This design comes from an exercise in tuning for small area and a short achievable clock period on the open sky130 flow, not from production work. The RTL was checked by simulation tests, not by an equivalence proof against the original design.

Setup of the baseline:
==> flow/design.v <==
`default_nettype none
`default_nettype wire
`default_nettype none
package cache_pkg;
	localparam int BYTE_OFF_BITS = $clog2(32 / 8);
	localparam int WORD_IDX_BITS = $clog2(4);
	localparam int TAG_BITS = 32 - WORD_IDX_BITS - BYTE_OFF_BITS;
	typedef struct packed {
		logic [TAG_BITS-1:0] tag;
		logic [WORD_IDX_BITS-1:0] word_idx;
		logic [BYTE_OFF_BITS-1:0] byte_off;
	} addr_fields_t;
	typedef union packed {
		logic [32-1:0] raw;
		addr_fields_t fields;
	} addr_t;
	typedef logic [32-1:0] data_t;
	typedef logic [TAG_BITS-1:0] tag_t;
	typedef logic [WORD_IDX_BITS-1:0] word_idx_t;
	typedef logic [8-1:0] hitcnt_t;
	typedef logic [8-1:0] line_mask_t;
endpackage
`default_nettype wire
`default_nettype none
module line_match (
	input wire [cache_pkg::TAG_BITS-1:0] line_tag,
	input wire live,
	input wire [cache_pkg::TAG_BITS-1:0] tag,
	output logic hit
);
	assign hit = live && (line_tag == tag);
endmodule
module tag_match (
	input wire [8-1:0][cache_pkg::TAG_BITS-1:0] tags,
	input wire [8-1:0] live,
	input wire [cache_pkg::TAG_BITS-1:0] tag,
	output logic [8-1:0] hit,
	output logic any
);
	for (genvar i = 0; i < 8; i++) begin : g_line
		line_match u_match (.line_tag(tags[i]), .live(live[i]), .tag(tag), .hit(hit[i]));
	end
	assign any = |hit;
endmodule
`default_nettype wire
`default_nettype none
module word_mux (
	input wire [8*4-1:0][32-1:0] words,
	input wire [8*4-1:0] sel,
	output logic [32-1:0] q
);
	always_comb begin
		q = '0;
		for (int j = 0; j < 8*4; j++)
			q = q | ({32{sel[j]}} & words[j]);
	end
endmodule
`default_nettype wire
`default_nettype none
module hybrid_cache (
	input wire clk,
	input wire reset_n,
	input wire [32-1:0] dcache_rdaddr,
	input wire dcache_rdreq,
	output logic [32-1:0] dcache_out,
	output logic dcache_out_valid,
	output logic dcache_rd_ready,
	input wire [32-1:0] dcache_wraddr,
	input wire dcache_wrreq,
	input wire [32-1:0] dcache_in,
	output logic dcache_wr_ready,
	input wire [32-1:0] icache_rdaddr,
	input wire icache_rdreq,
	output logic [32-1:0] icache_out,
	output logic icache_out_valid,
	output logic icache_rd_ready,
	output logic [32-1:0] mem_addr,
	output logic [32-1:0] mem_in,
	input wire [32-1:0] mem_out,
	input wire mem_out_valid,
	output logic mem_wrreq,
	output logic mem_rdreq
);
	localparam int NL = 8;
	localparam int NW = 4;
	localparam int DW = 32;
	localparam int TW = cache_pkg::TAG_BITS;
	localparam int HW = 8;
	logic [NL*NW-1:0][DW-1:0] words;
	logic [NL-1:0][TW-1:0] tags;
	logic [NL-1:0][HW-1:0] hitcnt;
	logic [NL-1:0] valid;
	logic [NL-1:0] live;
	logic [NL-1:0] dirty;
	logic busy;
	logic s1, wb, rr, rw, dn;
	logic [1:0] cnt;
	logic [NL-1:0] victim_r;
	logic [TW-1:0] fill_tag;
	logic [DW-1:0] rd_q;
	logic [DW-1:0] ird_q;
	wire [TW-1:0] d_rd_tag = dcache_rdaddr[31:4];
	wire [TW-1:0] d_wr_tag = dcache_wraddr[31:4];
	wire [TW-1:0] i_rd_tag = icache_rdaddr[31:4];
	wire [1:0] d_rd_word = dcache_rdaddr[3:2];
	wire [1:0] d_wr_word = dcache_wraddr[3:2];
	wire [1:0] i_rd_word = icache_rdaddr[3:2];
	logic [NL-1:0] d_rd_hit, d_wr_hit, i_rd_hit;
	logic d_rd_any, d_wr_any, i_rd_any;
	tag_match u_d_rd_match (.tags(tags), .live(live), .tag(d_rd_tag), .hit(d_rd_hit), .any(d_rd_any));
	tag_match u_d_wr_match (.tags(tags), .live(live), .tag(d_wr_tag), .hit(d_wr_hit), .any(d_wr_any));
	tag_match u_i_rd_match (.tags(tags), .live(live), .tag(i_rd_tag), .hit(i_rd_hit), .any(i_rd_any));
	assign dcache_rd_ready = d_rd_any;
	assign dcache_wr_ready = d_wr_any;
	assign icache_rd_ready = i_rd_any;
	wire d_rd_en = dcache_rdreq && dcache_rd_ready;
	wire i_rd_en = icache_rdreq && icache_rd_ready;
	wire d_rd_miss = !busy && dcache_rdreq && !d_rd_any;
	wire d_wr_miss = !busy && dcache_wrreq && !d_wr_any;
	wire i_rd_miss = !busy && icache_rdreq && !i_rd_any;
	wire any_miss = d_rd_miss || d_wr_miss || i_rd_miss;
	logic [3:0][HW-1:0] c1;
	logic [3:0] w1;
	logic [1:0][HW-1:0] c2;
	logic [1:0][1:0] w2;
	logic [2:0] vidx;
	logic [NL-1:0] victim;
	always_comb begin
		for (int i = 0; i < 4; i++) begin
			w1[i] = hitcnt[2*i+1] < hitcnt[2*i];
			c1[i] = w1[i] ? hitcnt[2*i+1] : hitcnt[2*i];
		end
		for (int i = 0; i < 2; i++) begin
			w2[i][1] = c1[2*i+1] < c1[2*i];
			w2[i][0] = w2[i][1] ? w1[2*i+1] : w1[2*i];
			c2[i] = w2[i][1] ? c1[2*i+1] : c1[2*i];
		end
		vidx[2] = c2[1] < c2[0];
		vidx[1:0] = vidx[2] ? w2[1] : w2[0];
		victim = NL'(1) << vidx;
	end
	wire victim_dirty = |(victim_r & dirty);
	always_ff @(posedge clk or negedge reset_n) begin
		if (!reset_n) begin
			busy <= 1'b0;
			s1 <= 1'b0;
			wb <= 1'b0;
			rr <= 1'b0;
			rw <= 1'b0;
			dn <= 1'b0;
		end else begin
			s1 <= any_miss;
			if (any_miss)
				busy <= 1'b1;
			if (dn)
				busy <= 1'b0;
			wb <= (s1 && victim_dirty) || (wb && (cnt != 2'd3));
			rr <= (s1 && !victim_dirty) || (wb && (cnt == 2'd3)) ||
				(rw && mem_out_valid && (cnt != 2'd3));
			rw <= rr || (rw && !mem_out_valid);
			dn <= rw && mem_out_valid && (cnt == 2'd3);
		end
	end
	always_ff @(posedge clk) begin
		if (s1)
			cnt <= 2'd0;
		else if (wb || (rw && mem_out_valid))
			cnt <= cnt + 2'd1;
		if (!busy) begin
			victim_r <= victim;
			if (d_rd_miss)
				fill_tag <= d_rd_tag;
			else if (d_wr_miss)
				fill_tag <= d_wr_tag;
			else
				fill_tag <= i_rd_tag;
		end
	end
	always_ff @(posedge clk or negedge reset_n) begin
		if (!reset_n) begin
			valid <= '0;
			live <= '0;
			dirty <= '0;
			hitcnt <= '0;
		end else begin
			if (any_miss)
				live <= '0;
			else if (dn)
				live <= valid;
			for (int i = 0; i < NL; i++) begin
				logic [1:0] inc;
				logic [HW:0] sum;
				inc = 2'(dcache_rdreq && d_rd_hit[i]) +
					2'(dcache_wrreq && d_wr_hit[i]) +
					2'(icache_rdreq && i_rd_hit[i]);
				sum = {1'b0, hitcnt[i]} + {{(HW-1){1'b0}}, inc};
				if (s1 && victim_r[i]) begin
					hitcnt[i] <= '0;
					dirty[i] <= 1'b0;
					valid[i] <= 1'b1;
				end else begin
					hitcnt[i] <= sum[HW] ? {HW{1'b1}} : sum[HW-1:0];
					if (dcache_wrreq && d_wr_hit[i])
						dirty[i] <= 1'b1;
				end
			end
		end
	end
	wire [DW-1:0] wdata = busy ? mem_out : dcache_in;
	always_ff @(posedge clk) begin
		for (int i = 0; i < NL; i++) begin
			for (int k = 0; k < NW; k++) begin
				if ((dcache_wrreq && d_wr_hit[i] && (d_wr_word == 2'(k))) ||
					(rw && mem_out_valid && victim_r[i] && (cnt == 2'(k))))
					words[i*NW+k] <= wdata;
			end
			if (dn && victim_r[i])
				tags[i] <= fill_tag;
		end
	end
	logic [DW-1:0] r_mux, i_mux;
	logic [NL*NW-1:0] r_sel, i_sel;
	always_comb begin
		for (int i = 0; i < NL; i++)
			for (int k = 0; k < NW; k++) begin
				r_sel[i*NW+k] = busy ? (victim_r[i] && (cnt == 2'(k))) : (d_rd_hit[i] && (d_rd_word == 2'(k)));
				i_sel[i*NW+k] = i_rd_hit[i] && (i_rd_word == 2'(k));
			end
	end
	word_mux u_r_mux (.words(words), .sel(r_sel), .q(r_mux));
	word_mux u_i_mux (.words(words), .sel(i_sel), .q(i_mux));
	always_ff @(posedge clk) begin
		rd_q <= r_mux;
		ird_q <= i_mux;
	end
	always_ff @(posedge clk or negedge reset_n) begin
		if (!reset_n) begin
			dcache_out_valid <= 1'b0;
			icache_out_valid <= 1'b0;
			mem_wrreq <= 1'b0;
			mem_rdreq <= 1'b0;
		end else begin
			dcache_out_valid <= d_rd_en;
			icache_out_valid <= i_rd_en;
			mem_wrreq <= wb;
			mem_rdreq <= rr;
		end
	end
	logic [TW-1:0] victim_tag;
	always_comb begin
		victim_tag = '0;
		for (int i = 0; i < NL; i++)
			if (victim_r[i])
				victim_tag = victim_tag | tags[i];
	end
	assign dcache_out = rd_q;
	assign icache_out = ird_q;
	assign mem_in = rd_q;
	assign mem_addr = {mem_wrreq ? victim_tag : fill_tag, mem_wrreq ? cnt - 2'd1 : cnt, 2'b00};
endmodule
`default_nettype wire
Settings: LEC_CHECK=0, CAP_MARGIN=20, CORE_MARGIN=2, CORE_UTILIZATION=42, SLEW_MARGIN=20, SYNTH_HIERARCHICAL=1, SYNTH_MINIMUM_KEEP_SIZE=0, SETUP_SLACK_MARGIN=7.5, BUFFER_PORTS_ARGS=-buffer_cell sky130_fd_sc_hd__buf_1, CTS_ARGS=-sink_clustering_enable -repair_clock_nets -buf_list sky130_fd_sc_hd__clkbuf_16 -sink_clustering_size 20 -sink_clustering_max_diameter 100 -dont_use_dummy_load; clock period 14.0 ns.
standard.sh (not shown) runs the stock make flow with config.mk's settings and CLKGATE_MAP_FILE= SYNTH_SCRIPT=/design/flow/synth_recipe.tcl, a recipe that flattens the netlist after the stock synthesis.
==> flow/flow/run.sh <==
#!/bin/bash
# The standard layout, with tighter setup repair, chosen port buffers and
# smaller clock buffers; each tool's output goes to the logs under orfs/logs
set -euo pipefail
cat flow/extra.mk >> config.mk
bash standard.sh > standard.log 2>&1
==> flow/flow/extra.mk <==
export SETUP_SLACK_MARGIN = 7.5
export BUFFER_PORTS_ARGS = -buffer_cell sky130_fd_sc_hd__buf_1
export CTS_ARGS = -sink_clustering_enable -repair_clock_nets -buf_list sky130_fd_sc_hd__clkbuf_16 -sink_clustering_size 20 -sink_clustering_max_diameter 100 -dont_use_dummy_load
--- input diff the baseline..the candidate ---
# the baseline
export LEC_CHECK = 0
export CAP_MARGIN = 20
export CORE_MARGIN = 2
export CORE_UTILIZATION = 42
export SLEW_MARGIN = 20
export SYNTH_HIERARCHICAL = 1
export SYNTH_MINIMUM_KEEP_SIZE = 0
export SETUP_SLACK_MARGIN = 7.5
export BUFFER_PORTS_ARGS = -buffer_cell sky130_fd_sc_hd__buf_1
export CTS_ARGS = -sink_clustering_enable -repair_clock_nets -buf_list sky130_fd_sc_hd__clkbuf_16 -sink_clustering_size 20 -sink_clustering_max_diameter 100 -dont_use_dummy_load
create_clock -name core_clock -period 14.0 [get_ports {clk}]
# the candidate
export LEC_CHECK = 0
export CAP_MARGIN = 10
export CORE_MARGIN = 2
export CORE_UTILIZATION = 48
export SLEW_MARGIN = 10
export SYNTH_HIERARCHICAL = 1
export SYNTH_MINIMUM_KEEP_SIZE = 0
export SETUP_SLACK_MARGIN = 6.6
export BUFFER_PORTS_ARGS = -buffer_cell sky130_fd_sc_hd__buf_1
export CTS_ARGS = -sink_clustering_enable -repair_clock_nets -buf_list sky130_fd_sc_hd__clkbuf_16 -sink_clustering_size 20 -sink_clustering_max_diameter 100 -dont_use_dummy_load
create_clock -name core_clock -period 14.0 [get_ports {clk}]
diff --git a/flow/flow/extra.mk b/flow/flow/extra.mk
--- a/flow/flow/extra.mk
+++ b/flow/flow/extra.mk
@@ -1,2 +1,2 @@
-export SETUP_SLACK_MARGIN = 7.5
+export SETUP_SLACK_MARGIN = 6.6
 export BUFFER_PORTS_ARGS = -buffer_cell sky130_fd_sc_hd__buf_1
Notes after the runs:
- Number of tapcells: the candidate vs the baseline down about 13%
- Number of buffers added by the clock tree synthesis step, the candidate and the baseline: larger value in the candidate
- Summary of the candidate over the baseline: number of cells traversed by the worst hold path saw little to no change; data arrival time of the critical path increased 0.06 ns.
- Wire length of the first global-routing pass (the candidate over the baseline): increase, about 2%
- The candidate does worse than the baseline on routed wire length.
- Share of the cycle needed by the critical path after routing | the candidate above the baseline

[separate check: timing with driven ports]
Ports are ideal in the flow. The routed layouts listed here were re-timed in OpenROAD. Step 1 sets driving cells, clkbuf_16 on the clock port and buf_2 on the other inputs (assumed; they add their load-dependent delay and slew). Step 2 also shifts input and output timing later by t, the mid clock arrival at the registers, as if the neighbouring blocks saw the same clock. Slacks: ideal ports / drivers / drivers and shift; pairs: ideal ports / drivers.
run | t (ns) | setup WS [ns] | slew at the worst register clock pin (ns)
the baseline | 0.807 | 6.421 / 6.374 / 6.374 | 0.10 / 0.10
the candidate | 0.776 | 6.362 / 6.311 / 6.311 | 0.09 / 0.09
After both steps setup and hold are still met in every run listed. The setup slack of the candidate, which loses most, moves by -0.051 ns with the drivers and by -0.051 ns with both steps.
